This is an optimization exercise on Yosys and OpenROAD, whose aim is small area, a short achievable clock period and few clock cycles per item, not a production implementation.
Function was checked by simulation only, so behaviour that the tests miss may differ from the original.
No activity file was given, so power comes from the tool's default toggle rates.

[flow/config.mk]
export PLATFORM = sky130hd
export DESIGN_NAME = windowed_multiset_aggregator_core
export DESIGN_NICKNAME = windowed_multiset_aggregator_core
export VERILOG_FILES = /design/flow/design.v
export SDC_FILE = /design/flow/constraint.sdc
export NUM_CORES = 4
export LEC_CHECK = 0
export CAP_MARGIN = 20
export CORE_MARGIN = 2
export CORE_UTILIZATION = 40
export SETUP_SLACK_MARGIN = 2.5
export SLEW_MARGIN = 20
[flow/constraint.sdc]
create_clock -name core_clock -period 8.0 [get_ports {i_clk}]
set_input_delay 1.6000 -clock core_clock [delete_from_list [all_inputs] [get_ports {i_clk}]]
set_output_delay 1.6000 -clock core_clock [all_outputs]
set_load 0.01 [all_outputs]
[flow/design.v]
package wma_pkg;
    localparam int KEY_BITS   = 8;
    localparam int TABLE_SIZE = 1 << KEY_BITS;
    localparam int SUM_W      = 24;
    localparam int TCNT_W     = 16;
    localparam int DSUM_W     = 15;
    localparam int DCNT_W     = 9;
    localparam int MEAN_W     = 16;
    localparam int LOW_W    = 12;
    localparam int LOW_MAX  = (1 << LOW_W) - 1;             
    localparam int HI_W     = 5;                            
    localparam int N_BIG    = 15;
    localparam logic REQ_INSERT  = 1'b0;
    localparam logic REQ_RETRACT = 1'b1;
    localparam int DIV_NIT   = 4;
endpackage
import wma_pkg::*;
module wma_ctrl #(
    parameter int NIT = 4
) (
    input  logic           i_clk,
    input  logic           i_rst_n,
    input  logic           i_start,
    output logic           o_busy,
    output logic           o_accept,    
    output logic [NIT-1:0] o_phase,     
    output logic           o_valid
);
    logic [NIT-1:0] r_ph;
    assign o_accept = i_start && !o_busy;
    assign o_busy   = |r_ph;
    assign o_phase  = r_ph;
    always_ff @(posedge i_clk) begin
        if (!i_rst_n) begin
            r_ph    <= '0;
            o_valid <= 1'b0;
        end else begin
            r_ph    <= NIT'({r_ph, o_accept});
            o_valid <= r_ph[NIT-1];
        end
    end
endmodule
import wma_pkg::*;
module wma_div16_step #(
    parameter int W = 16
) (
    input  logic [W-1:0]          i_r,
    input  logic [3:0]            i_b,      
    input  logic [7:0][W+3:0]     i_m,      
    output logic [W-1:0]          o_r,
    output logic [3:0]            o_q
);
    logic [W+3:0] t;
    logic [W+3:0] m [16];
    logic [W+4:0] s [16];
    assign t = {i_r, i_b};
    always_comb begin
        m[0] = '0;
        for (int j = 1; j < 16; j++) begin
            if (j % 8 == 0)      m[j] = i_m[0] << 3;
            else if (j % 4 == 0) m[j] = i_m[j / 8] << 2;
            else if (j % 2 == 0) m[j] = i_m[j / 4] << 1;
            else                 m[j] = i_m[j / 2];
        end
        for (int j = 0; j < 16; j++) s[j] = {1'b0, t} - {1'b0, m[j]};
        o_q = 4'd0;
        o_r = t[W-1:0];
        for (int j = 1; j < 16; j++) begin
            if (!s[j][W+4]) begin
                o_q = 4'(j);
                o_r = s[j][W-1:0];
            end
        end
    end
endmodule
module wma_odd_mult #(
    parameter int W = 16
) (
    input  logic [W-1:0]      i_c,
    input  logic              i_dec,
    output logic [7:0][W+3:0] o_m
);
    logic [W+3:0] c1, c2, c4, c8;
    logic [W+3:0] mc [8];
    always_comb begin
        c1 = (W+4)'(i_c);
        c2 = c1 << 1;
        c4 = c1 << 2;
        c8 = c1 << 3;
        mc[0] = c1;
        mc[1] = c2 + c1;
        mc[2] = c4 + c1;
        mc[3] = c8 - c1;
        mc[4] = c8 + c1;
        mc[5] = c8 + c2 + c1;
        mc[6] = c8 + c4 + c1;
        mc[7] = (c1 << 4) - c1;
        for (int j = 0; j < 8; j++)
            o_m[j] = i_dec ? mc[j] - (W+4)'(2*j+1) : mc[j] + (W+4)'(2*j+1);
    end
endmodule
module wma_addk #(
    parameter int SW = 24
) (
    input  logic [SW-1:0] i_s,
    input  logic [7:0]    i_k,
    input  logic          i_dec,
    output logic [SW-1:0] o_s,
    output logic          o_ovf
);
    logic [8:0]    lo;
    logic [SW-9:0] hi, hi_p, hi_m;
    assign hi   = i_s[SW-1:8];
    assign hi_p = hi + 1'b1;
    assign hi_m = hi - 1'b1;
    assign lo   = {1'b0, i_s[7:0]} + {1'b0, i_k ^ {8{i_dec}}} + 9'(i_dec);
    always_comb begin
        if (i_dec) o_s = {lo[8] ? hi : hi_m, lo[7:0]};
        else       o_s = {lo[8] ? hi_p : hi, lo[7:0]};
        o_ovf = !i_dec && lo[8] && (hi == '1);
    end
endmodule
module wma_extremes (
    input  logic [255:0] i_v,
    output logic         o_any,
    output logic [7:0]   o_lo1,    
    output logic [7:0]   o_lo2,    
    output logic [7:0]   o_hi1,    
    output logic [7:0]   o_hi2     
);
    logic [255:0] a   [9];
    logic [255:0] b   [9];
    logic [7:0]   l1  [9][256];
    logic [7:0]   l2  [9][256];
    logic [7:0]   h1  [9][256];
    logic [7:0]   h2  [9][256];
    always_comb begin
        for (int n = 0; n < 256; n++) begin
            a[0][n] = i_v[n];
            b[0][n] = 1'b0;
            l1[0][n] = '0; l2[0][n] = '0; h1[0][n] = '0; h2[0][n] = '0;
        end
        for (int l = 1; l <= 8; l++) begin
            a[l] = '0;
            b[l] = '0;
            for (int n = 0; n < 256; n++) begin
                l1[l][n] = '0; l2[l][n] = '0; h1[l][n] = '0; h2[l][n] = '0;
            end
            for (int n = 0; n < (256 >> l); n++) begin
                a[l][n] = a[l-1][2*n] | a[l-1][2*n+1];
                b[l][n] = b[l-1][2*n] | b[l-1][2*n+1] | (a[l-1][2*n] & a[l-1][2*n+1]);
                if (a[l-1][2*n]) l1[l][n] = l1[l-1][2*n];
                else begin l1[l][n] = l1[l-1][2*n+1]; l1[l][n][l-1] = 1'b1; end
                if (b[l-1][2*n]) l2[l][n] = l2[l-1][2*n];
                else if (a[l-1][2*n]) begin l2[l][n] = l1[l-1][2*n+1]; l2[l][n][l-1] = 1'b1; end
                else begin l2[l][n] = l2[l-1][2*n+1]; l2[l][n][l-1] = 1'b1; end
                if (a[l-1][2*n+1]) begin h1[l][n] = h1[l-1][2*n+1]; h1[l][n][l-1] = 1'b1; end
                else h1[l][n] = h1[l-1][2*n];
                if (b[l-1][2*n+1]) begin h2[l][n] = h2[l-1][2*n+1]; h2[l][n][l-1] = 1'b1; end
                else if (a[l-1][2*n+1]) h2[l][n] = h1[l-1][2*n];
                else h2[l][n] = h2[l-1][2*n];
            end
        end
    end
    assign o_any = a[8][0];
    assign o_lo1 = l1[8][0];
    assign o_lo2 = l2[8][0];
    assign o_hi1 = h1[8][0];
    assign o_hi2 = h2[8][0];
endmodule
module wma_div_iter #(
    parameter int W   = 16,    
    parameter int SW  = 24,    
    parameter int NIT = 4
) (
    input  logic              i_clk,
    input  logic              i_load,    
    input  logic              i_run,     
    input  logic [SW-1:0]     i_s,
    input  logic [7:0][W+3:0] i_m,       
    output logic [15:0]       o_q        
);
    localparam int QB = 4 * NIT;
    localparam int NB = SW + 8;
    logic [NB-1:0] n;
    assign n = {i_s, 8'b0};
    logic [W-1:0]      r_r;
    logic [QB-1:0]     r_lo, r_q;
    logic [7:0][W+3:0] m_b;
    logic [W-1:0]      r_n;
    logic [3:0]        digit;
    wma_div16_step #(.W(W)) u_step (
        .i_r(r_r), .i_b(r_lo[QB-1 -: 4]), .i_m(m_b), .o_r(r_n), .o_q(digit)
    );
    always_ff @(posedge i_clk) begin
        if (i_load) begin
            r_r  <= W'(n >> QB);
            r_lo <= n[QB-1:0];
            m_b  <= i_m;
        end else if (i_run) begin
            r_r  <= r_n;
            r_lo <= r_lo << 4;
            r_q  <= QB'({r_q, digit});
        end
    end
    logic [QB+3:0] qn;
    assign qn  = {r_q, digit};
    assign o_q = qn[15:0];
endmodule
module wma_dp (
    input  logic                           i_clk,
    input  logic                           i_rst_n,
    input  logic                           i_accept,
    input  logic [wma_pkg::DIV_NIT-1:0]    i_phase,
    input  logic                           i_req_type,
    input  logic [wma_pkg::KEY_BITS-1:0]   i_key_value,
    output logic                           o_is_empty,
    output logic                           o_bad_request,
    output logic [wma_pkg::SUM_W-1:0]      o_total_sum,
    output logic [wma_pkg::TCNT_W-1:0]     o_total_count,
    output logic [wma_pkg::KEY_BITS-1:0]   o_min_key,
    output logic [wma_pkg::KEY_BITS-1:0]   o_max_key,
    output logic [wma_pkg::DSUM_W-1:0]     o_distinct_total,
    output logic [wma_pkg::DCNT_W-1:0]     o_distinct_count,
    output logic [wma_pkg::MEAN_W-1:0]     o_mean_fixed,
    output logic [wma_pkg::MEAN_W-1:0]     o_distinct_mean_fixed
);
    localparam int NIT = DIV_NIT;
    logic run, first, last;
    assign run   = |i_phase;
    assign first = i_phase[0];
    assign last  = i_phase[NIT-1];
    logic [TABLE_SIZE-1:0][LOW_W-1:0] low;
    logic [N_BIG-1:0][KEY_BITS-1:0]   big_tag;
    logic [N_BIG-1:0][HI_W-1:0]       big_hi;     
    logic [SUM_W-1:0]    r_sum;
    logic [TCNT_W-1:0]   r_cnt;
    logic [DSUM_W-1:0]   r_dsum;
    logic [DCNT_W-1:0]   r_dcnt;
    logic                   dec;
    logic [SUM_W-1:0]       sp_a;
    logic [DSUM_W-1:0]      dsp_a;
    logic                   sovf_a, dovf_a;
    logic [TCNT_W-1:0]      dv_a;
    logic [DCNT_W-1:0]      ddv_a;
    logic [7:0][TCNT_W+3:0] dvm_a;
    logic [7:0][DCNT_W+3:0] ddvm_a;
    logic [LOW_W-1:0]       lo_a;
    assign dec   = (i_req_type == REQ_RETRACT);
    assign lo_a  = low[i_key_value];
    assign dv_a  = dec ? r_cnt - 1'b1 : r_cnt + 1'b1;
    assign ddv_a = dec ? r_dcnt - 1'b1 : r_dcnt + 1'b1;
    wma_addk #(.SW(SUM_W))  u_add_s (.i_s(r_sum),  .i_k(i_key_value), .i_dec(dec), .o_s(sp_a),  .o_ovf(sovf_a));
    wma_addk #(.SW(DSUM_W)) u_add_d (.i_s(r_dsum), .i_k(i_key_value), .i_dec(dec), .o_s(dsp_a), .o_ovf(dovf_a));
    wma_odd_mult #(.W(TCNT_W)) u_m_tot (.i_c(r_cnt),  .i_dec(dec), .o_m(dvm_a));
    wma_odd_mult #(.W(DCNT_W)) u_m_dis (.i_c(r_dcnt), .i_dec(dec), .o_m(ddvm_a));
    logic [KEY_BITS-1:0]   k_r;
    logic                  t_r;
    logic [SUM_W-1:0]      sp_r;
    logic [DSUM_W-1:0]     dsp_r;
    logic                  sovf_r, dovf_r;
    logic [TCNT_W-1:0]     dv_r;
    logic [DCNT_W-1:0]     ddv_r;
    logic [LOW_W-1:0]      low_r;
    always_ff @(posedge i_clk) begin
        if (i_accept) begin
            k_r    <= i_key_value;
            t_r    <= i_req_type;
            sp_r   <= sp_a;
            dsp_r  <= dsp_a;
            sovf_r <= sovf_a;
            dovf_r <= dovf_a;
            dv_r   <= dv_a;
            ddv_r  <= ddv_a;
            low_r  <= lo_a;
        end
    end
    logic [15:0] q_tot, q_dis;
    wma_div_iter #(.W(TCNT_W), .SW(SUM_W), .NIT(NIT)) u_div_tot (
        .i_clk, .i_load(i_accept), .i_run(run), .i_s(sp_a),
        .i_m(dvm_a), .o_q(q_tot)
    );
    wma_div_iter #(.W(DCNT_W), .SW(DSUM_W), .NIT(NIT)) u_div_dis (
        .i_clk, .i_load(i_accept), .i_run(run), .i_s(dsp_a),
        .i_m(ddvm_a), .o_q(q_dis)
    );
    logic [N_BIG-1:0] hit;                  
    logic [HI_W-1:0]  hi_k;
    always_comb begin
        hi_k = '0;
        for (int e = 0; e < N_BIG; e++) begin
            hit[e] = (big_hi[e] != '0) && (big_tag[e] == k_r);
            hi_k = hi_k | (hit[e] ? big_hi[e] : '0);
        end
    end
    logic zero_a, one_a, full_a, ok_a, fresh_a, gone_a;
    always_comb begin
        zero_a = (low_r == '0);
        one_a  = (low_r == LOW_W'(1)) && (hi_k == '0);
        full_a = (hi_k == HI_W'(16)) && (low_r == LOW_W'(15));    
        if (t_r == REQ_RETRACT) ok_a = !zero_a;
        else ok_a = !full_a && (r_cnt != '1) && !sovf_r && !(zero_a && dovf_r);
        fresh_a = ok_a && (t_r == REQ_INSERT) && zero_a;
        gone_a  = ok_a && (t_r == REQ_RETRACT) && one_a;
    end
    logic [TABLE_SIZE-1:0] pres;
    logic                  x_any;
    logic [KEY_BITS-1:0]   x_lo1, x_lo2, x_hi1, x_hi2;
    always_comb begin
        for (int i = 0; i < TABLE_SIZE; i++) pres[i] = (low[i] != '0);
    end
    wma_extremes u_ext (
        .i_v(pres), .o_any(x_any), .o_lo1(x_lo1), .o_lo2(x_lo2),
        .o_hi1(x_hi1), .o_hi2(x_hi2)
    );
    logic [HI_W-1:0] hi_r;
    logic ok_r, fresh_r, gone_r;
    logic                xr_any;
    logic [KEY_BITS-1:0] xr_lo1, xr_lo2, xr_hi1, xr_hi2;
    always_ff @(posedge i_clk) begin
        if (first) begin
            hi_r    <= hi_k;
            ok_r    <= ok_a;
            fresh_r <= fresh_a;
            gone_r  <= gone_a;
            xr_any  <= x_any;
            xr_lo1  <= x_lo1;
            xr_lo2  <= x_lo2;
            xr_hi1  <= x_hi1;
            xr_hi2  <= x_hi2;
        end
    end
    logic dchg, n_empty, we, wrap_up, wrap_dn;
    logic [LOW_W-1:0] low_new;
    always_comb begin
        dchg    = fresh_r || gone_r;
        n_empty = ok_r ? (dv_r == '0) : (r_cnt == '0);
        we      = last && ok_r;
        wrap_up = (t_r == REQ_INSERT) && (low_r == LOW_W'(LOW_MAX));
        wrap_dn = (t_r == REQ_RETRACT) && (low_r == LOW_W'(1)) && (hi_r != '0);
        if (t_r == REQ_INSERT) low_new = wrap_up ? LOW_W'(1) : low_r + 1'b1;
        else                   low_new = wrap_dn ? LOW_W'(LOW_MAX) : low_r - 1'b1;
    end
    logic [LOW_W-1:0] wd;
    assign wd = i_rst_n ? low_new : '0;
    for (genvar i = 0; i < TABLE_SIZE; i++) begin : g_row
        logic row_we;
        assign row_we = !i_rst_n || (we && (k_r == KEY_BITS'(i)));
        always_ff @(posedge i_clk) begin
            if (row_we) low[i] <= wd;
        end
    end
    logic [N_BIG-1:0] free, take;
    always_comb begin
        for (int e = 0; e < N_BIG; e++) free[e] = (big_hi[e] == '0);
        take = free & ~(free - 1'b1);
    end
    logic [HI_W-1:0] hi_new;
    assign hi_new = wrap_up ? hi_r + 1'b1 : hi_r - 1'b1;
    for (genvar e = 0; e < N_BIG; e++) begin : g_big
        logic sel;
        assign sel = (hi_r != '0) ? hit[e] : take[e];
        always_ff @(posedge i_clk) begin
            if (!i_rst_n) begin
                big_hi[e] <= '0;
            end else if (we && (wrap_up || wrap_dn) && sel) begin
                big_hi[e]  <= hi_new;
                big_tag[e] <= k_r;
            end
        end
    end
    always_ff @(posedge i_clk) begin
        if (!i_rst_n) begin
            r_sum <= '0; r_cnt <= '0; r_dsum <= '0; r_dcnt <= '0;
        end else if (we) begin
            r_sum <= sp_r;
            r_cnt <= dv_r;
            if (dchg) begin
                r_dsum <= dsp_r;
                r_dcnt <= ddv_r;
            end
        end
    end
    logic [KEY_BITS-1:0] mn, mx;
    always_comb begin
        if (fresh_r) begin
            mn = (xr_any && xr_lo1 < k_r) ? xr_lo1 : k_r;
            mx = (xr_any && xr_hi1 > k_r) ? xr_hi1 : k_r;
        end else if (gone_r) begin
            mn = (xr_lo1 == k_r) ? xr_lo2 : xr_lo1;
            mx = (xr_hi1 == k_r) ? xr_hi2 : xr_hi1;
        end else begin
            mn = xr_lo1;
            mx = xr_hi1;
        end
    end
    always_ff @(posedge i_clk) begin
        if (last) begin
            o_is_empty       <= n_empty;
            o_bad_request    <= !ok_r;
            o_total_sum      <= ok_r ? sp_r : r_sum;
            o_total_count    <= ok_r ? dv_r : r_cnt;
            o_distinct_total <= dchg ? dsp_r : r_dsum;
            o_distinct_count <= dchg ? ddv_r : r_dcnt;
            o_min_key        <= n_empty ? '0 : mn;
            o_max_key        <= n_empty ? '0 : mx;
            o_mean_fixed          <= n_empty ? '0 : ok_r ? q_tot : o_mean_fixed;
            o_distinct_mean_fixed <= n_empty ? '0 : dchg ? q_dis : o_distinct_mean_fixed;
        end
    end
endmodule
import wma_pkg::*;
module windowed_multiset_aggregator_core (
    input  logic                           i_clk,
    input  logic                           i_rst_n,
    input  logic                           start,
    output logic                           busy,
    input  logic                           i_req_type,
    input  logic [wma_pkg::KEY_BITS-1:0]   i_key_value,
    output logic                           o_valid,
    output logic                           o_is_empty,
    output logic                           o_bad_request,
    output logic [wma_pkg::SUM_W-1:0]      o_total_sum,
    output logic [wma_pkg::TCNT_W-1:0]     o_total_count,
    output logic [wma_pkg::KEY_BITS-1:0]   o_min_key,
    output logic [wma_pkg::KEY_BITS-1:0]   o_max_key,
    output logic [wma_pkg::DSUM_W-1:0]     o_distinct_total,
    output logic [wma_pkg::DCNT_W-1:0]     o_distinct_count,
    output logic [wma_pkg::MEAN_W-1:0]     o_mean_fixed,
    output logic [wma_pkg::MEAN_W-1:0]     o_distinct_mean_fixed
);
    localparam int NIT   = wma_pkg::DIV_NIT;
    logic           accept;
    logic [NIT-1:0] phase;
    wma_ctrl #(.NIT(NIT)) u_ctrl (
        .i_clk, .i_rst_n, .i_start(start), .o_busy(busy),
        .o_accept(accept), .o_phase(phase), .o_valid
    );
    wma_dp u_dp (
        .i_clk, .i_rst_n, .i_accept(accept), .i_phase(phase),
        .i_req_type, .i_key_value, .o_is_empty, .o_bad_request,
        .o_total_sum, .o_total_count, .o_min_key, .o_max_key,
        .o_distinct_total, .o_distinct_count, .o_mean_fixed,
        .o_distinct_mean_fixed
    );
endmodule
[flow/run.sh]
#!/bin/bash
# synth_recipe.tcl (not shown) runs the flow's synth.tcl, then flattens the netlist and writes it again
# the make line also repeats each setting of config.mk as NAME=value (left out here)
make -C /OpenROAD-flow-scripts/flow DESIGN_CONFIG=/design/flow/config.mk WORK_HOME=/design/flow/orfs CLKGATE_MAP_FILE= SYNTH_SCRIPT=/design/flow/synth_recipe.tcl finish
==> results.txt, run 1 <==
The run finished with no timing, DRC or antenna violations. The total of fill cells in the finished design is 47100. Measured along the x axis, the die boundary spans 732 µm.

The die covers 536000 µm². The worst pin sits at a relative slew slack of 8.11%. The tools report the endpoint of the worst-slack reg-to-reg timing path as u_dp.xr_hi2[3]. The most frequent cell on the critical path is sky130_fd_sc_hd__nand3_1. The count of placed standard cells in the final layout, fillers left out came out at 24000.

TritonCTS built the clock tree. The terminating pin of the worst hold path is u_dp.u_div_dis.r_q[9]. The congestion estimate from routability-driven global placement came to 1.02. The nature of the critical path endpoint is a register. The aggregate global-route resource usage was 26.1%. On the critical path, the stage with the largest delay is an instance of sky130_fd_sc_hd__nor4_2. The tools report the worst-skew pair later-pin latency as 1.07 ns. The data arrival time of the critical path was 6.26 ns. Multiplexer cells account for 11.5% of the synthesized area. For this design, the CTS-stage hold fixing added 0 buffers. The detailed router placed 153000 vias in this run.

The first global-routing pass estimated 1040000 µm of wire. Setup repair after global routing could not meet its margin everywhere. For the number of warnings reported in the yosys synthesis log, the log shows 23. Grouping stages by cell kind, the critical path spends the most delay in simple AND/OR/NAND/NOR gates. In this run the remaining antenna-violating nets after routing total 0.

The tools report the HPWL after detailed placement as 521000 µm. After clock tree synthesis, the clock-pin slew on the worst setup and hold paths is 0.06 ns. The total power divided by cell area is 263 nW/µm². Traced cell by cell, the critical path runs through nor4_1 -> nand3_1 -> nor4_2 -> nand2_1 -> a21oi_1 -> o21ai_0 -> a211oi_1 -> a21oi_2 -> nor2_1 -> a311o_1 -> nand3_1. Start point of the worst hold path: u_dp.u_div_dis.r_q[5].

The critical path crosses 11 cells after its start point. Of all flip-flops after synthesis, the portion carrying an async set or reset was 0%. The proportion of synthesized chip area in sequential cells is 54.2%.

The tools report the number of buffers on the longest clock path as 4. Max-cap violations in this run came to 0. The die height came out at 732 µm. After detailed placement, the design holds a cell count of 23200. After global routing the overflow that remains totals 0. The length in cells of the worst reg-to-reg path is 11. Of the cells placed in the final design, the portion with a size suffix greater than 1 is 15.4%. The worst path uses 69.2% of the clock period. The biggest cell delay along the critical path was 0.78 ns.

In this run the biggest area consumer among cell types represents 52.8% of the synthesized area. The number of register bits inferred by synthesis works out to 3873. The synthesized netlist devotes 11.3% of its cell area to compound gates. Average instance area after synthesis: 12.9 µm². Most instantiated flip-flop cell in the synthesis netlist: sky130_fd_sc_hd__edfxtp_1.

The tools report the via count of the first global-routing pass as 145000. The clock sink count was 3873; the maximum number of pins on one net before global-route repair was 161. Of all nets on the critical path, the largest fanout is 11. Counting instances, the worst hold path has a depth of 0. Setup slack on the worst reg-to-reg path comes out at 2.47 ns. The number of antenna violations at the first check in global routing was 46; the summed instance area of the synthesized netlist was 212000 µm².

By count the netlist is led by sky130_fd_sc_hd__edfxtp_1, sky130_fd_sc_hd__mux4_2, sky130_fd_sc_hd__o21ai_0. 128 I/O pins were placed. In this run the number of H-tree levels came out at 5. By instance count, the leading cell after synthesis is sky130_fd_sc_hd__edfxtp_1.

The peak clock frequency supported by timing was 181 MHz. In the final routed layout, each cell accounts on average for 30.3 µm. The number of enable-type register cells in the synthesized netlist is 3727. Once the floorplan was initialized, standard cells occupied 40.1% of the core.

Adder and majority gate portion of the synthesized area: 5.94%. The path class of the tightest hold or removal check is reg -> reg. In this run the static leakage power is 82.7 nW. The detailed router finished its first iteration with 20000 violations. The max-slew violation count was 0. In this run the core area contains 267 standard-cell rows. Relative to the synthesized area, the layout overhead comes to 12.2%. For the setup slack after layout, the log shows 2.47 ns. Clock tree synthesis selected as its root buffer the cell sky130_fd_sc_hd__clkbuf_16.

The worst-case IR drop observed on VDD is 0.221 mV. Buffers inserted during clock tree synthesis total 408. The kind of critical path is reg -> reg.

The number of input and output port buffers inserted was 127; the setup-violating endpoint count in the final report was 0. The tightest hold path in the finished design has a slack of 0.440 ns. For the worst setup skew after layout, the log shows 0.150 ns. By area the synthesized netlist is led by sky130_fd_sc_hd__edfxtp_1, sky130_fd_sc_hd__mux4_2, sky130_fd_sc_hd__ha_1, sky130_fd_sc_hd__xnor2_1, sky130_fd_sc_hd__nor4_1. sky130_fd_sc_hd__edfxtp_1 takes more of the synthesized area than any other cell. For the pin with the worst max-slew slack, the measured transition is 1.36 ns. The clock period could shrink to 5.53 ns. The final-report hold violation count was 0. The dominant combinational cell family by area after synthesis is multiplexers. In the synthesized netlist, the number of instances is 16400. At the worst endpoint, the required time is 8.72 ns. Prior to clock tree synthesis, the placed netlist has a worst setup slack of 1.91 ns.

Summed over all failing endpoints, the final setup total negative slack is 0 ns. Synthesis produced a netlist with a net count of 17300. For the count of TritonRoute iterations in the first routing pass, the log shows 7.

The XOR/XNOR share of the synthesized area is 3.45%. The final core utilization is 45.0%, and the number of nets in the layout is 17600. The reg-to-reg startpoint was u_dp.low[928]. The core region area is 528000 µm², and the buffering stage count on the worst path with inverters included is 0. STA classifies the critical path startpoint as a register. The routed design has 727000 µm of wire. The per-cell via count in the routed design was 6.38. For this run, design rule violations remaining after detail routing come to 0. The synthesized netlist devotes 11.4% of its cell area to simple gates.

The synthesized netlist contains 110 unique library cells.
[where the power goes]
part	internal (mW)	total, mW	switching (mW)
clock	10.7	19.1	8.33
combinational	6.24	17.4	11.1
sequential	24.8	26.1	1.26
[final cells by class]
cell class / instances / area [µm²] / area share (%)
repair buffers: 563 / 5110 / 2.15
flip-flops and latches: 3873 / 115000 / 48.3
diodes: 27 / 67.6 / 0.0284
inverters: 514 / 1950 / 0.818
clock inverters: 253 / 2760 / 1.16
multi-input cells: 11300 / 93600 / 39.4
clock buffers: 494 / 10600 / 4.47
well taps: 6994 / 8750 / 3.68
[routing by layer]
metal / global-route usage (%) / up-vias / wire, µm
met5: 0.125 / - / 235
met4: 12.2 / 22 / 39100
met3: 5.40 / 1421 / 70500
met2: 40.3 / 8497 / 325000
met1: 35.4 / 76900 / 292000
li1: - / 66200 / -
[worst reg2reg max path: stages (launching register included)]
cell	delay, ns
sky130_fd_sc_hd__edfxtp_1	0.41
sky130_fd_sc_hd__nor4_1	0.65
sky130_fd_sc_hd__nand3_1	0.50
sky130_fd_sc_hd__nor4_2	0.78
sky130_fd_sc_hd__nand2_1	0.39
sky130_fd_sc_hd__a21oi_1	0.31
sky130_fd_sc_hd__o21ai_0	0.18
sky130_fd_sc_hd__a211oi_1	0.43
sky130_fd_sc_hd__a21oi_2	0.23
sky130_fd_sc_hd__nor2_1	0.58
sky130_fd_sc_hd__a311o_1	0.59
sky130_fd_sc_hd__nand3_1	0.16
[flip-flops by register name (all words and copies together) (netlist names), 24 cells and up]
name	count
u_dp.u_div_dis.m_b	87
u_dp.sp_r	24
u_dp.big_tag	120
u_dp.big_hi	75
u_dp.low	3072
u_dp.o_total_sum	24
u_dp.r_sum	24
u_dp.u_div_tot.m_b	143
[metrics by stage]
| stage | power, mW | instance area, µm² |
|---|---|---|
| 6_report | 62.5 | 238000 |
| 2_1_floorplan | 36.9 | 212000 |
| 3_5_place_dp | 43.3 | 223000 |
| 3_3_place_gp | 43.2 | 223000 |
| 4_1_cts | 62.4 | 237000 |
| 5_1_grt | 64.7 | 238000 |
[layout by cell type, fill, tap and decap left out, types with 268 or more instances in the layout]
cell	count
sky130_fd_sc_hd__edfxtp_1	3727
sky130_fd_sc_hd__mux4_2	1020
sky130_fd_sc_hd__a21oi_1	946
sky130_fd_sc_hd__nor2_1	928
sky130_fd_sc_hd__nand2_1	876
sky130_fd_sc_hd__o21ai_0	851
sky130_fd_sc_hd__ha_1	836
sky130_fd_sc_hd__nor4_1	791
sky130_fd_sc_hd__xnor2_1	608
sky130_fd_sc_hd__inv_1	501
sky130_fd_sc_hd__nand3_1	473
sky130_fd_sc_hd__clkbuf_16	411
sky130_fd_sc_hd__buf_4	391
sky130_fd_sc_hd__and3_1	310
sky130_fd_sc_hd__nor3_1	268
[timing repair]
action	CTS	global route
endpoints found under the setup margin	11	24
pin swaps	2	10
gates resized for setup	16	62
setup buffers	0	26
[cell families after synthesis]
group	Yosys count
and+or+nand+nor	4574
DFF	3873
AOI/OAI and AO/OA	3739
buffers and inverters	1227
muxes	1160
adders and majority gates	971
xor gates and xnor gates	834
[how the worst max path moves through the flow]
stage | start | endpoint | slack, ns
floorplan | i_rst_n | u_dp.low[1004] | 0.61
global placement | i_req_type | u_dp.u_div_tot.m_b[159] | 1.80
detailed placement | i_req_type | u_dp.u_div_tot.m_b[159] | 1.91
CTS | u_dp.low[2552] | u_dp.xr_lo2[3] | 2.51
global route | u_dp.r_cnt[2] | u_dp.u_div_tot.m_b[118] | 2.50
finish | u_dp.low[928] | u_dp.xr_hi2[3] | 2.47
Testbench counts, summed over its fixed seeds: cycles 24,008, items 4,800.
==> run 2: changes to the inputs <==
--- a/flow/config.mk
+++ b/flow/config.mk
@@ -8,5 +8,5 @@
 export CAP_MARGIN = 20
 export CORE_MARGIN = 2
 export CORE_UTILIZATION = 40
-export SETUP_SLACK_MARGIN = 2.5
+export SETUP_SLACK_MARGIN = 3.2
 export SLEW_MARGIN = 20
==> run 2 against run 1 <==
Synthesized cell count unchanged. Global-route usage about the same. Utilization up 0.76 points. Die area unchanged. Power up 2.0%. Via count up 0.72%. Critical path type unchanged. Largest cell class unchanged. Largest power group unchanged.
==> results.txt, run 2 <==
The flow ran to the end and the layout has no timing, DRC or antenna violations. Most area-hungry cell type in the Yosys netlist: sky130_fd_sc_hd__edfxtp_1. Maximum fanout along the worst path: 11 (unchanged).

The run gives 3873 (unchanged) as the clock sink count. Among all flip-flop cells after synthesis, the most frequent one is sky130_fd_sc_hd__edfxtp_1. Clock buffer count from CTS: 411 (+0.74%). In the layout the commonest cells are sky130_fd_sc_hd__edfxtp_1, sky130_fd_sc_hd__mux4_2, sky130_fd_sc_hd__a21oi_1.

The run gives 8.81 ns (+0.09 ns) as the required time of the critical path. The logs give 536000 µm² (unchanged) for the die footprint and 0 (unchanged) for the max-slew violation count. The count of nets left with antenna violations after detail routing is 0 (unchanged). The largest registers in the layout are u_dp.low: 3072 flops, u_dp.u_div_tot.m_b: 143 flops, u_dp.big_tag: 120 flops. The simple-gate portion of the synthesized area came out at 11.4% (unchanged).

The area occupied by multi-input gates is 95900 µm² (+2.4%), and the net switching power of the design is 21.0 mW (+1.7%). The clock network power share is 31.1% (+0.6 points). The die extent in x is 732 µm (unchanged). Transition time at the pin with the least slew margin: 1.33 ns (-0.0307 ns). For this design, the slowest cell found on the critical path is sky130_fd_sc_hd__o21ai_0. The run gives 204 MHz (+13%) as the peak clock frequency supported by timing. The total met2 wirelength after detailed routing came out at 327000 µm (+0.66%). The run gives 23200 (+0.060%) as the number of placed cells counting well taps. The part of the cycle the worst path needs was 61.1% (-8.0 points).

By instance count, the leading cell after synthesis is sky130_fd_sc_hd__edfxtp_1. The worst-skew pair later-pin latency is 1.09 ns (+0.02 ns), and the per-cell via count in the routed design is 6.38 (about the same). The wire length of the first global-routing pass was 1040000 µm (about the same); the average instance area after synthesis was 12.9 µm² (unchanged). The tools report the effective utilization at floorplan as 40.1% (unchanged). The min-delay analysis places its worst path in the category reg -> reg. The worst setup skew after layout was 0.133 ns (-0.0175 ns); the multiplexer area fraction after synthesis was 11.5% (unchanged).

The worst setup path is launched from a register. The total of fill cells in the finished design came out at 46700 (-1.0%). The number of input and output port buffers inserted is 127 (unchanged), and the share of flip-flops with an asynchronous set or reset is 0% (unchanged). The uppermost metal layer occupied by signal nets is met5. The buffering stage count on the worst path with inverters included is 2 (+2), and the setup total negative slack is 0 ns (unchanged).

Share of final-layout standard cells stronger than drive strength 1: 18.4% (+3.0 points). The number of placement rows was 267 (unchanged). The wire length per cell works out to 30.2 µm (-0.20%).

The overall power is 63.8 mW (+2.0%), and the normalized max-slew margin is 10.2% (+2.1 points). Compared with the post-synthesis result, the final layout area differs by 14.1%. By instance count, the cell type seen most on the critical path is sky130_fd_sc_hd__a21oi_1.

TritonCTS built the clock tree. The final-report hold violation count was 0 (unchanged); the maximum level of the CTS H-tree was 5 (unchanged). In this run the clock root is driven by a sky130_fd_sc_hd__clkbuf_16. The core region area came out at 528000 µm² (unchanged). The share of Yosys cell area claimed by the top area cell type is 52.8% (unchanged). The number of buffers on the longest clock path was 4 (unchanged); the switching share of power was 33.0% (-0.11 points). The largest register by flop count was u_dp.low.

Kind of critical path: reg -> reg. Number of max-capacitance violations reported: 0 (unchanged). The part of the power in combinational logic was 28.0% (+0.2 points); the number of enable-type register cells in the synthesized netlist was 3727 (unchanged). The summed instance area of the synthesized netlist is 212000 µm² (unchanged), and the wire length on met3 is 69900 µm (-0.94%). The number of cells produced by synthesis is 16400 (unchanged). The initial detailed-routing violation count was 21100 (+5.1%); the fraction of the mapped netlist area in compound gates was 11.3% (unchanged). The tools report the number of distinct standard cells referenced by the synthesized netlist as 110 (unchanged).

The run gives 115000 µm² (about the same) as the sequential cell area in the final layout. The nature of the critical path endpoint is a register. The worst-case vdd ir drop came out at 0.197 mV (-11%). For the count of placed standard cells in the final layout, fillers left out, the log shows 24200 (+0.73%). The HPWL after detailed placement was 521000 µm (+0.13%); the net count of the mapped netlist was 17300 (unchanged). Yosys attributes the largest share of cell area to sky130_fd_sc_hd__edfxtp_1, sky130_fd_sc_hd__mux4_2, sky130_fd_sc_hd__ha_1, sky130_fd_sc_hd__xnor2_1, sky130_fd_sc_hd__nor4_1. The internal power component was 42.7 mW (+2.2%); the setup-violating endpoint count in the final report was 0 (unchanged).

The biggest cell delay along the critical path is 0.85 ns (+0.07 ns). The aggregate global-route resource usage was 26.1% (about the same); the top-level port count was 128 (unchanged). After synthesis, the largest family of logic cells by area is multiplexers. The total power divided by cell area was 264 nW/µm² (+0.30%). The via count of the first global-routing pass is 145000 (+0.11%), and the XOR/XNOR share of the synthesized area is 3.45% (unchanged). Post-route DRC violation count: 0 (unchanged). The clock transition at the registers of the reported paths was 0.07 ns (about the same); the die height was 732 µm (unchanged). Post-route minimum period: 4.89 ns (-0.643 ns). The number of flip-flops under the largest register name was 3072 (unchanged); the part of the total power dissipated in sequential elements was 40.9% (-0.8 points). The number of register bits inferred by synthesis came out at 3873 (unchanged). By count the netlist is led by sky130_fd_sc_hd__edfxtp_1, sky130_fd_sc_hd__mux4_2, sky130_fd_sc_hd__o21ai_0. The run gives 3.11 ns (+0.64 ns) as the register-to-register path setup slack.

The count of TritonRoute iterations in the first routing pass is 7 (unchanged), and the data arrival time of the critical path is 5.70 ns (-0.56 ns). The library cell used most frequently in the layout, excluding fill and tap cells, is sky130_fd_sc_hd__edfxtp_1. The total number of vias is 154000 (+0.72%), and the routability congestion estimate from global placement is 1.01 (-1.2%).

The number of nets in the layout came out at 17700 (+0.83%). The run gives 0 (unchanged) as the final global-route overflow total. Leakage power of the design: 84.2 nW (+1.7%).

Setup repair after global routing could not meet its margin everywhere. The logs give 292000 µm (about the same) for the routed length on met1 and 54.2% (unchanged) for the proportion of synthesized chip area in sequential cells. The adder and majority gate portion of the synthesized area is 5.94% (unchanged).

Broken down by cell family, the worst path's largest delay share belongs to compound AO/OA/AOI/OAI gates. Walking the worst path, the cells encountered are nor4_2 -> nand3_2 -> nor4_4 -> buf_4 -> nand4_1 -> buf_4 -> o21ai_0 -> a21oi_1 -> o21ai_1 -> nor2_1 -> a21oi_1 -> a21oi_1. The number of antenna violations at the first check in global routing came out at 57 (+24%). The logs give 161 (unchanged) for the maximum number of pins on one net before global-route repair and 23 (unchanged) for the number of warnings reported in the yosys synthesis log. The run gives 730000 µm (+0.53%) as the wire length reported by the detailed router.
-- run 2: cell counts after synthesis --
No cell type changed its count.
-- run 2: final cells by class --
type | instances | share of cell area [%]
Sequential cell | 3873 | 47.5
Clock buffer | 476 | 4.41
Multi-Input combinational cell | 11300 | 39.7
Timing Repair Buffer | 705 | 2.56
Tap cell | 6994 | 3.62
Antenna cell | 45 | 0.0466
Inverter | 514 | 0.812
Clock inverter | 285 | 1.37
-- run 2: routing by layer --
| layer | track usage [%] | vias to the layer above |
|---|---|---|
| met4 | 12.6 | 24 |
| met5 | 0 | - |
| met1 | 35.4 | 77500 |
| met3 | 5.03 | 1497 |
| li1 | - | 66500 |
| met2 | 40.4 | 8675 |
-- run 2: power by group through the flow --
stage	clock, mW	combinational (mW)	sequential (mW)
CTS	20.1	17.3	26.0
detailed placement	0	16.7	26.4
global placement	0	16.6	26.4
finish	19.9	17.8	26.1
global route	20.9	18.9	26.2
floorplan	0	10.7	26.2
-- run 2: cell families (layout without fill, tap and decap cells) --
logic type | count (synthesis) | after routing
buf+inv | 1227 | 1980
compound gates | 3739 | 3739
flops | 3873 | 3873
fa+ha+maj | 971 | 971
mux | 1160 | 1160
simple gates | 4574 | 4574
xor+xnor | 834 | 834
other cells | 0 | 45
-- run 2: through the flow --
step                hold slack, ns  setup WS [ns]  cell area [µm²]  util, %
global placement             0.424           1.94           223000     42.2
floorplan                    0.417           1.39           212000        -
detailed placement           0.427           1.98           223000     42.3
finish                       0.431           3.11           242000     45.8
CTS                          0.436           3.05           239000     45.3
global route                 0.455           2.95           242000     45.8
-- run 2: worst paths after layout --
kind / startpoint / endpoint / depth (start not counted)
worst max-delay path: u_dp.low[2652] / u_dp.xr_lo2[4] / 12
worst min-delay path: u_dp.u_div_dis.r_q[2] / u_dp.u_div_dis.r_q[6] / 0
worst max register to register: u_dp.low[2652] / u_dp.xr_lo2[4] / 12
worst min register to register: u_dp.u_div_dis.r_q[2] / u_dp.u_div_dis.r_q[6] / 0
-- run 2: repair_timing --
action,in CTS,in global routing
hold endpoints to repair,0,0
setup buffers,82,74
pin swaps,25,49
gates cloned,0,2
gates resized for setup,263,305
setup endpoints to repair,95,121
hold buffers,0,0
==> run 3: changes to the inputs <==
--- a/flow/design.v
+++ b/flow/design.v
@@ -82,6 +82,8 @@
 );
     logic [W+3:0] c1, c2, c4, c8;
     logic [W+3:0] mc [8];
+    logic [W+3:0] mp [8];
+    logic [W+3:0] mm [8];
     always_comb begin
         c1 = (W+4)'(i_c);
         c2 = c1 << 1;
@@ -95,8 +97,11 @@
         mc[5] = c8 + c2 + c1;
         mc[6] = c8 + c4 + c1;
         mc[7] = (c1 << 4) - c1;
-        for (int j = 0; j < 8; j++)
-            o_m[j] = i_dec ? mc[j] - (W+4)'(2*j+1) : mc[j] + (W+4)'(2*j+1);
+        for (int j = 0; j < 8; j++) begin
+            mp[j] = mc[j] + (W+4)'(2*j+1);
+            mm[j] = mc[j] - (W+4)'(2*j+1);
+            o_m[j] = (mm[j] & {(W+4){i_dec}}) | (mp[j] & {(W+4){!i_dec}});
+        end
     end
 endmodule
 module wma_addk #(
@@ -114,9 +119,12 @@
     assign hi_p = hi + 1'b1;
     assign hi_m = hi - 1'b1;
     assign lo   = {1'b0, i_s[7:0]} + {1'b0, i_k ^ {8{i_dec}}} + 9'(i_dec);
+    logic s_p, s_0, s_m;
     always_comb begin
-        if (i_dec) o_s = {lo[8] ? hi : hi_m, lo[7:0]};
-        else       o_s = {lo[8] ? hi_p : hi, lo[7:0]};
+        s_p = !i_dec && lo[8];
+        s_m = i_dec && !lo[8];
+        s_0 = !(s_p || s_m);
+        o_s = {(hi_p & {(SW-8){s_p}}) | (hi_m & {(SW-8){s_m}}) | (hi & {(SW-8){s_0}}), lo[7:0]};
         o_ovf = !i_dec && lo[8] && (hi == '1);
     end
 endmodule
@@ -245,9 +253,7 @@
     logic [DCNT_W-1:0]      ddv_a;
     logic [7:0][TCNT_W+3:0] dvm_a;
     logic [7:0][DCNT_W+3:0] ddvm_a;
-    logic [LOW_W-1:0]       lo_a;
     assign dec   = (i_req_type == REQ_RETRACT);
-    assign lo_a  = low[i_key_value];
     assign dv_a  = dec ? r_cnt - 1'b1 : r_cnt + 1'b1;
     assign ddv_a = dec ? r_dcnt - 1'b1 : r_dcnt + 1'b1;
     wma_addk #(.SW(SUM_W))  u_add_s (.i_s(r_sum),  .i_k(i_key_value), .i_dec(dec), .o_s(sp_a),  .o_ovf(sovf_a));
@@ -261,7 +267,6 @@
     logic                  sovf_r, dovf_r;
     logic [TCNT_W-1:0]     dv_r;
     logic [DCNT_W-1:0]     ddv_r;
-    logic [LOW_W-1:0]      low_r;
     always_ff @(posedge i_clk) begin
         if (i_accept) begin
             k_r    <= i_key_value;
@@ -272,7 +277,6 @@
             dovf_r <= dovf_a;
             dv_r   <= dv_a;
             ddv_r  <= ddv_a;
-            low_r  <= lo_a;
         end
     end
     logic [15:0] q_tot, q_dis;
@@ -284,6 +288,33 @@
         .i_clk, .i_load(i_accept), .i_run(run), .i_s(dsp_a),
         .i_m(ddvm_a), .o_q(q_dis)
     );
+    logic [LOW_W-1:0] low_r;
+    always_ff @(posedge i_clk) begin
+        if (first) low_r <= low[k_r];
+    end
+    logic [TABLE_SIZE-1:0] pres;
+    logic                  x_any;
+    logic [KEY_BITS-1:0]   x_lo1, x_lo2, x_hi1, x_hi2;
+    always_comb begin
+        for (int i = 0; i < TABLE_SIZE; i++) pres[i] = (low[i] != '0);
+    end
+    wma_extremes u_ext (
+        .i_v(pres), .o_any(x_any), .o_lo1(x_lo1), .o_lo2(x_lo2),
+        .o_hi1(x_hi1), .o_hi2(x_hi2)
+    );
+    logic                xr_any;
+    logic [KEY_BITS-1:0] xr_lo1, xr_lo2, xr_hi1, xr_hi2;
+    always_ff @(posedge i_clk) begin
+        if (first) begin
+            xr_any  <= x_any;
+            xr_lo1  <= x_lo1;
+            xr_lo2  <= x_lo2;
+            xr_hi1  <= x_hi1;
+            xr_hi2  <= x_hi2;
+        end
+    end
+    logic second;
+    assign second = i_phase[1];
     logic [N_BIG-1:0] hit;                  
     logic [HI_W-1:0]  hi_k;
     always_comb begin
@@ -303,31 +334,14 @@
         fresh_a = ok_a && (t_r == REQ_INSERT) && zero_a;
         gone_a  = ok_a && (t_r == REQ_RETRACT) && one_a;
     end
-    logic [TABLE_SIZE-1:0] pres;
-    logic                  x_any;
-    logic [KEY_BITS-1:0]   x_lo1, x_lo2, x_hi1, x_hi2;
-    always_comb begin
-        for (int i = 0; i < TABLE_SIZE; i++) pres[i] = (low[i] != '0);
-    end
-    wma_extremes u_ext (
-        .i_v(pres), .o_any(x_any), .o_lo1(x_lo1), .o_lo2(x_lo2),
-        .o_hi1(x_hi1), .o_hi2(x_hi2)
-    );
     logic [HI_W-1:0] hi_r;
     logic ok_r, fresh_r, gone_r;
-    logic                xr_any;
-    logic [KEY_BITS-1:0] xr_lo1, xr_lo2, xr_hi1, xr_hi2;
     always_ff @(posedge i_clk) begin
-        if (first) begin
+        if (second) begin
             hi_r    <= hi_k;
             ok_r    <= ok_a;
             fresh_r <= fresh_a;
             gone_r  <= gone_a;
-            xr_any  <= x_any;
-            xr_lo1  <= x_lo1;
-            xr_lo2  <= x_lo2;
-            xr_hi1  <= x_hi1;
-            xr_hi2  <= x_hi2;
         end
     end
     logic dchg, n_empty, we, wrap_up, wrap_dn;
@@ -394,14 +408,14 @@
             mx = xr_hi1;
         end
     end
+    assign o_total_sum      = r_sum;
+    assign o_total_count    = r_cnt;
+    assign o_distinct_total = r_dsum;
+    assign o_distinct_count = r_dcnt;
+    assign o_is_empty       = (r_cnt == '0);
     always_ff @(posedge i_clk) begin
         if (last) begin
-            o_is_empty       <= n_empty;
             o_bad_request    <= !ok_r;
-            o_total_sum      <= ok_r ? sp_r : r_sum;
-            o_total_count    <= ok_r ? dv_r : r_cnt;
-            o_distinct_total <= dchg ? dsp_r : r_dsum;
-            o_distinct_count <= dchg ? ddv_r : r_dcnt;
             o_min_key        <= n_empty ? '0 : mn;
             o_max_key        <= n_empty ? '0 : mx;
             o_mean_fixed          <= n_empty ? '0 : ok_r ? q_tot : o_mean_fixed;
--- a/flow/config.mk
+++ b/flow/config.mk
@@ -8,5 +8,5 @@
 export CAP_MARGIN = 20
 export CORE_MARGIN = 2
 export CORE_UTILIZATION = 40
-export SETUP_SLACK_MARGIN = 3.2
+export SETUP_SLACK_MARGIN = 3.6
 export SLEW_MARGIN = 20
==> run 3 against run 2 <==
Still clean. Final area shrank 0.61%. Sequential share of layout area fell by 0.57 points. Clock skew grew 0.012 ns. Register-to-register slack better by 0.27 ns. Non-clock buffer count grew 201. Utilization is 1.2 points higher. Die area is 3.1% lower. Global-route usage grew 1.4 points. Count of clock-buffer cells in the layout is 3 lower. Largest cell class unchanged.
==> results.txt, run 3 <==
The flow ran to the end and the layout has no timing, DRC or antenna violations. The initial detailed-routing violation count was 22700 (+8.0%). In this run the clock root is driven by a sky130_fd_sc_hd__clkbuf_16.

The run gives 55 (-3.5%) as the number of antenna violations at the first check in global routing. The biggest area contributor in the post-synthesis netlist is sky130_fd_sc_hd__edfxtp_1. The largest registers in the layout are u_dp.low: 3072 flops, u_dp.u_div_tot.m_b: 141 flops, u_dp.big_tag: 120 flops. The adder and majority gate portion of the synthesized area was 5.02% (-0.92 points); the count of TritonRoute iterations in the first routing pass was 6 (-1). The slowest stage of the critical path belongs to the cell sky130_fd_sc_hd__nor4_1. The aggregate global-route resource usage is 27.5% (+1.4 points).

The share of final-layout standard cells stronger than drive strength 1 was 21.8% (+3.3 points); the count of nets left with antenna violations after detail routing was 0 (unchanged). The simple-gate portion of the synthesized area was 11.5% (+0.042 points). XOR/XNOR share of the synthesized area: 3.70% (+0.26 points).

STA classifies the critical path startpoint as a register. The worst-skew pair later-pin latency came out at 1.08 ns (about the same). Post-route DRC violation count: 0 (unchanged). The signal on the critical path passes through nor4_1 -> nand3_1 -> a211oi_1 -> o32a_1 -> o2111ai_1 -> buf_4 -> a2111oi_4 -> and4_4 -> nor3b_4 -> o2111ai_2 -> a21oi_1 -> or3_1 -> o211ai_1.

The clock sink count was 3804 (-1.8%); the buffering stage count on the worst path with inverters included was 1 (-1). The average instance area after synthesis was 12.9 µm² (-0.32%); the share of flip-flops with an asynchronous set or reset was 0% (unchanged). The fraction of the mapped netlist area in compound gates is 11.1% (-0.17 points), and the number of enable-type register cells in the synthesized netlist is 3658 (-1.9%). In the layout the commonest cells are sky130_fd_sc_hd__edfxtp_1, sky130_fd_sc_hd__mux4_2, sky130_fd_sc_hd__a21oi_1. HPWL after detailed placement: 520000 µm (-0.31%). The number of cells produced by synthesis was 15900 (-2.9%). The post-route minimum period was 4.62 ns (-0.270 ns); the proportion of synthesized chip area in sequential cells was 54.9% (+0.76 points).

The logs give 512000 µm² (-3.1%) for the core region area and 216 MHz (+5.8%) for the peak clock frequency supported by timing. The number of register bits inferred by synthesis was 3804 (-1.8%); the worst-case vdd ir drop was 0.203 mV (+2.8%). The total number of vias was 154000 (-0.19%).

The total power divided by cell area came out at 259 nW/µm² (-1.7%). The nature of the critical path endpoint was a register. TritonCTS built the clock tree. The run gives 40.1% (-0.044 points) as the effective utilization at floorplan.

The number of placement rows was 263 (-1.5%); the worst setup timing slack at the placement stage was 1.57 ns (-0.411 ns). The number of buffers on the longest clock path was 4 (unchanged). Leaving out fill and tap cells, the most frequent cell in the layout is sky130_fd_sc_hd__edfxtp_1. The number of flip-flops under the largest register name was 3072 (unchanged); the maximum fanout along the worst path was 10 (-1).

Ranked by flip-flop count, first place goes to u_dp.low. The die footprint is 519000 µm² (-3.1%). The via count of the first global-routing pass is 144000 (-0.83%), and the clock transition at the registers of the reported paths is 0.06 ns (about the same). Counting instances in the post-synthesis netlist gives the leading cell types as sky130_fd_sc_hd__edfxtp_1, sky130_fd_sc_hd__mux4_2, sky130_fd_sc_hd__a21oi_1. The part of the cycle the worst path needs is 57.8% (-3.4 points), and the wire length of the first global-routing pass is 1050000 µm (+1.2%). The tools report the wire length reported by the detailed router as 745000 µm (+1.9%). Setup repair after global routing could not meet its margin everywhere.

The multiplexer area fraction after synthesis works out to 11.6% (+0.096 points). The worst hold path belongs to the class reg -> reg. The run gives 155 (-3.7%) as the maximum number of pins on one net before global-route repair. The final-report hold violation count is 0 (unchanged), and the biggest cell delay along the critical path is 0.57 ns (-0.28 ns). The summed instance area of the synthesized netlist was 205000 µm² (-3.2%); the number of input and output port buffers inserted was 127 (unchanged). Kind of cell adding the most delay to the critical path: simple AND/OR/NAND/NOR gates.

The tools report the number of nets in the layout as 17300 (-2.3%). The logs give 3.38 ns (+0.270 ns) for the setup slack after layout and 0 ns (unchanged) for the setup total negative slack. Max-slew violation count: 0 (unchanged).

Among all cell types in the netlist, the one instantiated most often is sky130_fd_sc_hd__edfxtp_1. For the normalized max-slew margin, the log shows 17.1% (+6.9 points). For the leakage power of the design, the log shows 82.4 nW (-2.1%). The wire length per cell was 31.5 µm (+4.1%). The critical path is of the reg -> reg type. The worst setup skew after layout was 0.144 ns (+0.0116 ns). The share of Yosys cell area claimed by the top area cell type is 53.5% (+0.72 points), and the number of max-capacitance violations reported is 0 (unchanged). The top-level port count is 128 (unchanged). The setup-violating endpoint count in the final report is 0 (unchanged).

Relative to the synthesized area, the layout overhead comes to 17.1%. For the final global-route overflow total, the log shows 0 (unchanged). The run gives 5 (unchanged) as the maximum level of the CTS H-tree.

Die height: 720 µm (-1.6%). The post-cts hold buffer count was 0 (unchanged). The most used flip-flop cell after synthesis is sky130_fd_sc_hd__edfxtp_1.

The per-cell via count in the routed design was 6.50 (+1.9%). Sorting the synthesized cells by area gives the leading types as sky130_fd_sc_hd__edfxtp_1, sky130_fd_sc_hd__mux4_2, sky130_fd_sc_hd__ha_1, sky130_fd_sc_hd__xnor2_1, sky130_fd_sc_hd__nor4_1. For the clock buffer count from CTS, the log shows 402 (-2.2%).

The data arrival time of the critical path was 5.42 ns (-0.28 ns); the transition time at the pin with the least slew margin was 1.24 ns (-0.0891 ns). The number of distinct standard cells referenced by the synthesized netlist was 107 (-2.7%); the die extent in x was 720 µm (-1.6%). For the number of warnings reported in the yosys synthesis log, the log shows 27 (+17%). The routability congestion estimate from global placement is 1.02 (+1.3%). Dominant combinational cell family by area after synthesis: multiplexers.

The net count of the mapped netlist was 16700 (-3.7%). For the required time of the critical path, the log shows 8.80 ns (about the same).
## run 3: per-stage QoR
stage / total power, mW / utilization, % / hold WS [ns] / instance area [µm²] / std cells
2_1_floorplan: 35.4 / - / 0.417 / 205000 / 15900
3_3_place_gp: 41.4 / 42.3 / 0.423 / 217000 / 22600
3_5_place_dp: 41.5 / 42.3 / 0.426 / 217000 / 22600
4_1_cts: 61.5 / 46.1 / 0.441 / 236000 / 23500
5_1_grt: 64.4 / 46.9 / 0.451 / 240000 / 23700
6_report: 62.3 / 46.9 / 0.438 / 240000 / 23700
## run 3: cells by family (layout without fill, tap and decap cells)
family,count (synthesis),count (layout)
compound gates,3604,3604
xor+xnor,868,868
fa+ha+maj,793,793
buf+inv,1158,2144
flops,3804,3804
mux,1134,1134
other cells,0,20
simple gates,4550,4551
## run 3: layout make-up
cell class | count | area (µm²)
timing repair buffer | 906 | 8370
inverter | 483 | 1920
timing repair inverter | 1 | 8.76
clock inverter | 281 | 3290
multi-input combinational | 11000 | 95000
fill | 44700 | 272000
sequential | 3804 | 113000
antenna | 20 | 50.0
tap | 6757 | 8450
clock buffer | 473 | 10400
## run 3: worst register-to-register path: cells and delay by family (launching register included)
kind                   cells  cell delay (ns)
AO/OA/AOI/OAI              7             1.81
flip-flops                 1             0.41
AND/OR/NAND/NOR            5             1.97
buffers and inverters      1             0.22
## run 3: worst paths after layout
check,from,end,slack [ns],depth (start not counted)
hold reg to reg,u_dp.u_div_dis.r_q[4],u_dp.u_div_dis.r_q[8],0.44,0
setup / recovery,u_dp.low[1797],u_dp.xr_lo2[0],3.38,13
setup reg to reg,u_dp.low[1797],u_dp.xr_lo2[0],3.38,13
hold / removal,u_dp.u_div_dis.r_q[4],u_dp.u_div_dis.r_q[8],0.44,0
## run 3: what timing repair did
action	4_1_cts	5_1_grt
hold endpoints to repair	0	0
gates cloned	13	6
gates resized for setup	746	569
pin swaps	81	100
buffers inserted	160	149
endpoints found under the setup margin	876	500
## run 3: per-layer routing
layer / vias up / share of wire [%] / GRT usage (%) / wire length (µm)
met2: 9513 / 44 / 41.7 / 329000
met3: 1450 / 11 / 5.88 / 81800
met5: - / 0.021 / 0 / 156
met1: 77800 / 40 / 38.2 / 296000
li1: 65200 / - / - / -
met4: 24 / 5.0 / 11.8 / 37500
## run 3: where the power goes
part	switching (mW)	total, mW	internal, mW
Combinational	11.4	18.0	6.64
Sequential	1.03	24.9	23.9
Clock	8.39	19.4	11.0
Total	20.8	62.3	41.5
Testbench counts of run 3, summed over its fixed seeds: cycles 24,008, items 4,800.
==> run 4: changes to the inputs <==
--- a/flow/config.mk
+++ b/flow/config.mk
@@ -8,5 +8,6 @@
 export CAP_MARGIN = 20
 export CORE_MARGIN = 2
 export CORE_UTILIZATION = 40
-export SETUP_SLACK_MARGIN = 3.6
+export CTS_BUF_LIST = sky130_fd_sc_hd__clkbuf_8
+export SETUP_SLACK_MARGIN = 4.0
 export SLEW_MARGIN = 20
==> run 4 against run 3 <==
Fmax grew 6.5%. Setup slack gained 0.28 ns. Synthesized cell count is the same. First-iteration DRC count is essentially flat. Die area is the same. Global-route usage grew 1.3 points. Critical path type unchanged. Largest cell class unchanged. Largest power group unchanged. Highest routed layer unchanged.
==> results.txt, run 4 <==
By instance count, the leading cell after synthesis is sky130_fd_sc_hd__edfxtp_1. From synthesis to final layout, the design area changed by 22.5%. Die height: 720 µm (unchanged).

Clock transition at the registers of the reported paths: 0.07 ns (about the same). In the layout the commonest cells are sky130_fd_sc_hd__edfxtp_1, sky130_fd_sc_hd__buf_4, sky130_fd_sc_hd__mux4_2. The run gives 4 (unchanged) as the number of buffers on the longest clock path. The run gives 155 (unchanged) as the maximum number of pins on one net before global-route repair. The final-report hold violation count was 0 (unchanged). The flow ran to the end and the layout has no timing, DRC or antenna violations.

STA classifies the critical path startpoint as a register. The clock sink count is 3804 (unchanged). The number of antenna violations at the first check in global routing came out at 58 (+5.5%). The via count of the first global-routing pass is 150000 (+4.4%), and the final core utilization is 49.1% (+2.2 points). The startpoint identified for the worst hold timing path is u_dp.u_div_dis.r_q[4].

The worst setup skew after layout is 0.194 ns (+0.0493 ns), and the part of the cycle the worst path needs is 54.2% (-3.5 points). Worst hold path cell count: 0 (unchanged). Post-route DRC violation count: 0 (unchanged). The run gives 5.27 ns (-0.15 ns) as the data arrival time of the critical path.

The number of nets in the layout is 18100 (+4.6%), and the post-route minimum period is 4.34 ns (-0.282 ns). The run gives 0 (unchanged) as the count of nets left with antenna violations after detail routing. The wire length per cell works out to 31.9 µm (+1.4%). The run gives 1.36 ns (+0.28 ns) as the worst-skew pair later-pin latency. The library cell used most frequently in the layout, excluding fill and tap cells, is sky130_fd_sc_hd__edfxtp_1. Setup repair after global routing could not meet its margin everywhere.

The effective utilization at floorplan is 40.1% (unchanged), and the number of register bits inferred by synthesis is 3804 (unchanged). The largest registers in the layout are u_dp.low: 3072 flops, u_dp.u_div_tot.m_b: 141 flops, u_dp.big_tag: 120 flops. The wire length of the first global-routing pass is 1100000 µm (+4.4%). Total power divided by cell area: 248 nW/µm² (-4.2%). TritonCTS built the clock tree. Sorting the synthesized cells by how often they occur yields sky130_fd_sc_hd__edfxtp_1, sky130_fd_sc_hd__mux4_2, sky130_fd_sc_hd__a21oi_1. The top-level port count is 128 (unchanged). u_dp.low holds more flip-flops than any other register. HPWL after detailed placement: 520000 µm (unchanged). The tools report the normalized max-slew margin as 16.9% (-0.12 points). Average instance area after synthesis: 12.9 µm² (unchanged). Die footprint: 519000 µm² (unchanged). The aggregate global-route resource usage is 28.8% (+1.3 points), and the die extent in x is 720 µm (unchanged). The number of warnings reported in the yosys synthesis log was 27 (unchanged); the length in cells of the worst reg-to-reg path was 11 (-2). The setup total negative slack is 0 ns (unchanged), and the number of distinct standard cells referenced by the synthesized netlist is 107 (unchanged). Sorting the synthesized cells by area gives the leading types as sky130_fd_sc_hd__edfxtp_1, sky130_fd_sc_hd__mux4_2, sky130_fd_sc_hd__ha_1, sky130_fd_sc_hd__xnor2_1, sky130_fd_sc_hd__nor4_1. The core region area is 512000 µm² (unchanged). The worst-case vdd ir drop was 0.191 mV (-5.6%); the number of placement rows was 263 (unchanged). The wire length reported by the detailed router is 785000 µm (+5.5%).

The logs give 8.93 ns (+0.13 ns) for the required time of the critical path and 1.02 (unchanged) for the routability congestion estimate from global placement. Setup-violating endpoint count in the final report: 0 (unchanged). For hold timing, the worst endpoint is u_dp.u_div_dis.r_q[8]. The transition time at the pin with the least slew margin works out to 1.25 ns (+0.00181 ns).

The tree is rooted in a sky130_fd_sc_hd__clkbuf_8. For the maximum level of the CTS H-tree, the log shows 6 (+1). The summed instance area of the synthesized netlist is 205000 µm² (unchanged), and the number of input and output port buffers inserted is 127 (unchanged).

The per-cell via count in the routed design works out to 6.50 (about the same). The count of TritonRoute iterations in the first routing pass is 8 (+2). The share of final-layout standard cells stronger than drive strength 1 works out to 28.9% (+7.2 points).

Max-slew violation count: 0 (unchanged). The proportion of synthesized chip area in sequential cells is 54.9% (unchanged), and the number of max-capacitance violations reported is 0 (unchanged). The logs give 628 (+56%) for the clock buffer count from CTS and 22600 (unchanged) for the number of placed cells counting well taps. The share of flip-flops with an asynchronous set or reset was 0% (unchanged); the initial detailed-routing violation count was 22700 (-0.026%).

The number of flip-flops under the largest register name was 3072 (unchanged); the count of placed standard cells in the final layout, fillers left out was 24600 (+4.0%). The register-to-register path setup slack came out at 3.66 ns (+0.28 ns). The total of fill cells in the finished design was 43800 (-2.0%). The most area-hungry cell type in the Yosys netlist is sky130_fd_sc_hd__edfxtp_1. The tools report the peak clock frequency supported by timing as 230 MHz (+6.5%). Most instantiated flip-flop cell in the synthesis netlist: sky130_fd_sc_hd__edfxtp_1. Reg-to-reg startpoint: u_dp.k_r[0]. The total number of vias is 160000 (+3.9%), and the number of cells produced by synthesis is 15900 (unchanged). The number of enable-type register cells in the synthesized netlist is 3658 (unchanged). The tools report the endpoint of the worst-slack reg-to-reg timing path as u_dp.low_r[9]. Nature of the critical path endpoint: a register. Final global-route overflow total: 0 (unchanged). The min-delay analysis places its worst path in the category reg -> reg.

The leakage power of the design is 87.6 nW (+6.4%). The maximum fanout along the worst path was 12 (+2); the share of Yosys cell area claimed by the top area cell type was 53.5% (unchanged). For the post-cts hold buffer count, the log shows 0 (unchanged). The run gives 62.5 mW (+0.23%) as the overall power. Net count of the mapped netlist: 16700 (unchanged). The critical path is of the reg -> reg type.
run 4: cell counts after synthesis:
Identical to the previous run, type by type.
run 4: routing by layer:
layer / vias to the layer above / part of all wire [%] / global-route usage, %
li1: 66900 / - / -
met1: 80600 / 39 / 39.3
met2: 10600 / 44 / 43.2
met3: 1820 / 12 / 7.49
met4: 32 / 5.5 / 13.1
met5: - / 0.026 / 0
run 4: cells by family (layout without fill, tap and decap cells):
group	after synthesis	count (layout)	synth area share [%]
buffers and inverters	1158	3088	2.15
AO/OA/AOI/OAI	3604	3606	11.1
XOR/XNOR	868	868	3.70
adder cells (fa/ha/maj)	793	793	5.02
multiplexers	1134	1134	11.6
AND/OR/NAND/NOR	4550	4553	11.5
other	0	22	0
flip-flops	3804	3804	54.9
run 4: worst max-delay path by stage:
stage	from	end	cells past startpoint
2_1_floorplan	i_rst_n	u_dp.low[1011]	3
3_3_place_gp	u_dp.low[1742]	u_dp.xr_lo2[0]	12
3_5_place_dp	u_dp.low[1754]	u_dp.xr_lo2[0]	12
4_1_cts	u_dp.r_cnt[2]	o_is_empty	10
5_1_grt	u_dp.u_div_tot.r_lo[13]	u_dp.u_div_tot.r_r[12]	20
6_report	u_dp.k_r[0]	u_dp.low_r[9]	11
run 4: layout make-up:
class / count / area [µm²] / area share, %
Multi-Input combinational cell: 11000 / 101000 / 40.3
Clock inverter: 498 / 3440 / 1.37
Inverter: 483 / 1970 / 0.784
Clock buffer: 641 / 8820 / 3.51
Timing Repair Buffer: 1465 / 14600 / 5.81
Antenna cell: 22 / 55.1 / 0.0219
Tap cell: 6757 / 8450 / 3.36
Timing Repair inverter: 1 / 8.76 / 0.00348
Sequential cell: 3804 / 113000 / 44.9
run 4: what timing repair did:
action | in CTS | in global routing
endpoints found under the setup margin | 2884 | 1896
cloned | 61 | 12
setup buffers | 545 | 274
pin swaps | 329 | 289
resized for setup | 1994 | 837
run 4: metrics by stage:
stage / setup WS [ns] / hold WS (ns) / cell area, µm²
finish: 3.66 / 0.440 / 251000
global route: 3.64 / 0.451 / 251000
CTS: 3.65 / 0.442 / 244000
detailed placement: 1.57 / 0.426 / 217000
global placement: 1.85 / 0.423 / 217000
floorplan: 1.45 / 0.417 / 205000
run 4: power by group:
part           internal (mW)  leakage (nW)  switching (mW)
clock network           8.67          6.94            8.48
logic                   7.91          42.8            12.4
registers               23.9          37.9            1.17
run 4: worst max-delay path: stages, from the launching register on:
cell                       delay [ns]
sky130_fd_sc_hd__edfxtp_1        0.37
sky130_fd_sc_hd__buf_12          0.17
sky130_fd_sc_hd__buf_12          0.13
sky130_fd_sc_hd__buf_12          0.14
sky130_fd_sc_hd__buf_16          0.20
sky130_fd_sc_hd__buf_16          0.20
sky130_fd_sc_hd__mux4_2          0.57
sky130_fd_sc_hd__mux4_2          0.55
sky130_fd_sc_hd__mux2i_4         0.34
sky130_fd_sc_hd__o21ai_0         0.26
sky130_fd_sc_hd__mux4_2          0.56
sky130_fd_sc_hd__nand4b_1        0.39

## separate check: timing with driven ports
Ports are ideal in the flow. The routed layouts listed here were re-timed in OpenROAD. Step 1 (the two cells are an assumption about what drives the block):
set clk [get_ports {i_clk}]
set_driving_cell -lib_cell sky130_fd_sc_hd__clkbuf_16 $clk
set_driving_cell -lib_cell sky130_fd_sc_hd__buf_2 [delete_from_list [all_inputs] $clk]
Step 2, shift: input delay + t, output delay - t, t = (earliest + latest rising clock arrival at the registers) / 2. This alone moves slack from input paths to output paths. Slacks: ideal ports / drivers / drivers and shift; pairs: ideal ports / drivers.
run | shift t [ns] | slack for setup (ns) | worst setup path at the end | clock arrival spread, ns | worst register clock-pin slew, ns
run 1 | 1.113 | 2.466 / 2.466 / 1.706 | input to register | 0.193 / 0.193 | 0.07 / 0.07
run 2 | 1.154 | 3.110 / 3.110 / 2.030 | input to register | 0.143 / 0.144 | 0.07 / 0.07
run 3 | 1.146 | 3.379 / 3.379 / 2.741 | input to register | 0.159 / 0.160 | 0.08 / 0.08
run 4 | 1.393 | 3.661 / 3.616 / 2.766 | input to register | 0.215 / 0.215 | 0.08 / 0.08
After both steps every run listed still meets setup and hold. The setup slack of run 2, which loses most, moves by 0.000 ns with the drivers and by -1.080 ns with both steps.
